This is an optimization exercise on Yosys and OpenROAD, whose aim is small area, a short achievable clock period and few clock cycles per item, not a production implementation. Function was checked by simulation only, so behaviour that the tests miss may differ from the original. Power is estimated from default activity; no workload was simulated.

==> inputs of 10-26 <==
Design per_sensor_running_average_alarm, start of the top module:
module per_sensor_running_average_alarm (
    input  wire logic        i_clk,
    input  wire logic        i_rst_n,
    input  wire logic        i_in_valid,
    output logic             o_in_ready,
    input  wire logic [31:0] i_in_data,
    output logic             o_out_valid,
    input  wire logic        i_out_ready,
    output logic [33:0]      o_out_data,
    input  wire logic        i_cfg_we,
    input  wire logic        i_cfg_idx,
    input  wire logic [15:0] i_cfg_data
);
    logic               hold;
    logic               en;
    logic [SLOTS-1:0]   eq, free;
    logic               full, full1;
    logic [SLOTS-1:0]   free_e;
    logic               full_e;
    logic               fwd2;
    logic [16*KEEP-1:0] rd_s;
    logic [1:0]         rd_c;
    logic               res_v;
    logic [33:0]        res_data;
    logic signed [15:0] r_cold, r_hot;
    logic               r1_v, r1_f;
    logic [15:0]        r1_id, r1_t;
    logic [SLOTS-1:0]   r1_m;
    logic               r2_v, r2_new, r2_unk;
    logic [15:0]        r2_id, r2_t;
    logic [SLOTS-1:0]   r2_sel;
    logic               hit, claim, unk;
    logic [SLOTS-1:0]   sel;
    assign en = !hold;
    psra_ram u_tab (
        .i_clk      (i_clk),
        .i_rst_n    (i_rst_n),
        .i_en       (en),
        .i_id       (i_in_data[31:16]),
        .o_eq       (eq),
        .o_free     (free),
        .o_full     (full),
        .o_full1    (full1),
        .i_upd      (r2_sel),
        .i_upd_new  (r2_new),
        .i_upd_id   (r2_id),
        .i_upd_t    (r2_t),
        .o_rd_s     (rd_s),
        .o_rd_c     (rd_c)
    );
    assign fwd2 = r2_v && r2_new && (r2_id == i_in_data[31:16]);
    always_ff @(posedge i_clk) begin
        if (!i_rst_n) begin
            r1_v <= 1'b0;
        end else if (en) begin
            r1_v <= i_in_valid;
        end
        if (en) begin
            r1_id <= i_in_data[31:16];
            r1_t  <= i_in_data[15:0];
            r1_m  <= eq | (fwd2 ? r2_sel : '0);
            r1_f  <= r1_v && (r1_id == i_in_data[31:16]);
        end
  ...
export LEC_CHECK = 0
export CAP_MARGIN = 20
export CORE_MARGIN = 2
export CORE_UTILIZATION = 50
export CTS_CLUSTER_DIAMETER = 70
export CTS_CLUSTER_SIZE = 28
export PLACE_DENSITY = 0.65
export SETUP_SLACK_MARGIN = 5.0
export SLEW_MARGIN = 20
export SYNTH_MEMORY_MAX_BITS = 16384
create_clock -name core_clock -period 8.0 [get_ports {i_clk}]
run.sh (not shown) runs the stock make flow with config.mk's settings and CLKGATE_MAP_FILE= SYNTH_SCRIPT=/design/flow/synth_recipe.tcl, a recipe that flattens the netlist after the stock synthesis.
==> 08-14: changes against 10-26 <==
--- a/flow/design.v
+++ b/flow/design.v
@@ -265,17 +265,16 @@
             r6_rin5 <= rin5_5;
             r6_n    <= r5_n;
         end
     end
     logic [15:0] q3, q5;
     logic        rnz3, rnz5;
     logic [15:0] quo6;
     logic        inc6;
-    logic [15:0] mean6;
     psra_quo3 u_quo3 (.i_sum(r6_sum[15:0]), .i_rin(r6_rin3), .o_quo(q3), .o_rnz(rnz3));
     psra_quo5 u_quo5 (.i_sum(r6_sum[15:0]), .i_rin(r6_rin5), .o_quo(q5), .o_rnz(rnz5));
     always_comb begin
         if (r6_n[0]) begin
             quo6 = r6_sum[15:0];
             inc6 = 1'b0;
         end else if (r6_n[1]) begin
             quo6 = r6_sum[16:1];
@@ -285,47 +284,50 @@
             inc6 = r6_sum[18] & (|r6_sum[1:0]);
         end else if (r6_n[2]) begin
             quo6 = q3;
             inc6 = r6_sum[18] & rnz3;
         end else begin
             quo6 = q5;
             inc6 = r6_sum[18] & rnz5;
         end
-        mean6 = quo6 + 16'(inc6);
     end
     logic                    r7_v, r7_unk;
     logic [15:0]             r7_id;
-    logic signed [15:0]      r7_mean;
+    logic [15:0]             r7_quo;
+    logic                    r7_inc;
     always_ff @(posedge i_clk) begin
         if (!i_rst_n) begin
             r7_v <= 1'b0;
         end else if (i_en) begin
             r7_v <= r6_v;
         end
         if (i_en) begin
-            r7_unk  <= r6_unk;
-            r7_id   <= r6_id;
-            r7_mean <= mean6;
+            r7_unk <= r6_unk;
+            r7_id  <= r6_id;
+            r7_quo <= quo6;
+            r7_inc <= inc6;
         end
     end
-    logic [1:0] st7;
+    logic signed [15:0] mean7;
+    logic [1:0]         st7;
     always_comb begin
-        if (r7_mean < i_cold) begin
+        mean7 = r7_quo + 16'(r7_inc);
+        if (mean7 < i_cold) begin
             st7 = ST_COLD;
-        end else if (r7_mean > i_hot) begin
+        end else if (mean7 > i_hot) begin
             st7 = ST_HOT;
         end else begin
             st7 = ST_NORMAL;
         end
         o_v = r7_v;
         if (r7_unk) begin
             o_data = {r7_id, 16'h0000, ST_UNKNOWN};
         end else begin
-            o_data = {r7_id, r7_mean, st7};
+            o_data = {r7_id, mean7, st7};
         end
     end
 endmodule
 `default_nettype wire
 `default_nettype none
 module psra_rem3 (
     input  wire logic [18:0] i_sum,
     output logic      [11:0] o_rin     
@@ -589,23 +591,25 @@
         free_e = r2_new ? {free[SLOTS-2:0], 1'b0} : free;
         full_e = r2_new ? full1 : full;
         hit    = |r1_m;
         sel    = r1_f ? r2_sel : (hit ? r1_m : free_e);
         unk    = r1_f ? r2_unk : (!hit && full_e);
         claim  = r1_v && !r1_f && !hit && !full_e;
     end
     always_ff @(posedge i_clk) begin
+        r2_sel <= ({SLOTS{en && r1_v}} & sel) | ({SLOTS{!en}} & r2_sel);
+    end
+    always_ff @(posedge i_clk) begin
         if (!i_rst_n) begin
             r2_v <= 1'b0;
         end else if (en) begin
             r2_v <= r1_v;
         end
         if (en) begin
-            r2_sel <= r1_v ? sel : '0;
             r2_new <= claim;
             r2_unk <= unk;
             r2_id  <= r1_id;
             r2_t   <= r1_t;
         end
     end
     psra_dp u_dp (
         .i_clk   (i_clk),
==> flow/config.mk (replaced) <==
export PLATFORM = sky130hd
export DESIGN_NAME = per_sensor_running_average_alarm
export DESIGN_NICKNAME = per_sensor_running_average_alarm
export VERILOG_FILES = /design/flow/design.v
export SDC_FILE = /design/flow/constraint.sdc
export NUM_CORES = 4
export LEC_CHECK = 0
export CAP_MARGIN = 20
export CORE_MARGIN = 2
export CORE_UTILIZATION = 45
export CTS_CLUSTER_DIAMETER = 70
export CTS_CLUSTER_SIZE = 28
export PLACE_DENSITY = 0.62
export SETUP_SLACK_MARGIN = 5.0
export SLEW_MARGIN = 20
export SYNTH_MEMORY_MAX_BITS = 16384
==> comparison table <==
metric                                                     08-14             10-26
Run status                                        finished clean    finished clean
Fraction of area in registers                              0.703             0.708
Number of clock sinks seen by CTS                           5868              5867
Overall Global Routing Usage                               0.321             0.374
Global Route met1 Usage                                    0.441             0.499
Area of the mapped netlist                             0.225 mm2         0.225 mm2
Fill count                                                 40400             34000
Delay of the slowest critical-path stage                 0.63 ns           0.87 ns
Critical register-to-register path endpoint        u_dp.r3_s[18]  u_dp.r7_mean[14]
Share of total power in the clock network                  0.334             0.323
Hold Worst Slack                                        0.406 ns          0.383 ns
Buf/Inv on CP                                                  2                 0
Power dissipated in sequential cells                     34.3 mW           34.4 mW
Area of combinational cells with multiple inputs      0.0483 mm2        0.0477 mm2
Via count                                                 140000            144000
Row cnt                                                      259               246
Via count of the first global-routing pass                129000            133000
Met3 Use GR                                               0.0979             0.134
Peak fanout along the critical path                           25                23
Vias/cell                                                   7.03              7.52
Number of multi-input combinational cells                   6121              6004
Wire length the detailed router placed on met1         307000 um         296000 um
Final RePlAce weighted congestion                          0.965             0.996
Starting density of the core                               0.452             0.502
Post-CTS Setup Inserts                                        65               109
Inverters excl. clock                                        119               101
Testbench counts of 10-26, summed over its fixed seeds: cycles 16,064, items 16,000.
Testbench counts of 08-14, summed over its fixed seeds: cycles 16,064, items 16,000.

re-timing with driven ports:
The flow's constraints put no driver on any port. The routed layouts listed below were extracted and timed again, unchanged, in two steps.
Step 1, drivers: a clkbuf_16 drives i_clk and a buf_2 each remaining input, both assumed.
Step 2 moves the port delays by t, midway between the first and last clock arrival at a register: inputs arrive t later, outputs are due t later. That takes back most of the time a late clock gives input paths.
a / b / c = no drivers / after step 1 / after step 2; a / b = the first two.
run | shift t [ns] | slack for setup (ns) | worst hold slack (ns) | worst setup path after step 2 | worst slew at a driven data input, ns
10-26 | 1.152 | 4.538 / 4.538 / 3.889 | 0.383 / 0.383 / 0.383 | input to register | 0.20
08-14 | 1.151 | 4.802 / 4.753 / 3.746 | 0.406 / 0.406 / 0.406 | input to register | 0.33
After both steps every run listed still meets setup and hold. The setup slack of 08-14, which loses most, moves by -0.049 ns with the drivers and by -1.056 ns with both steps.
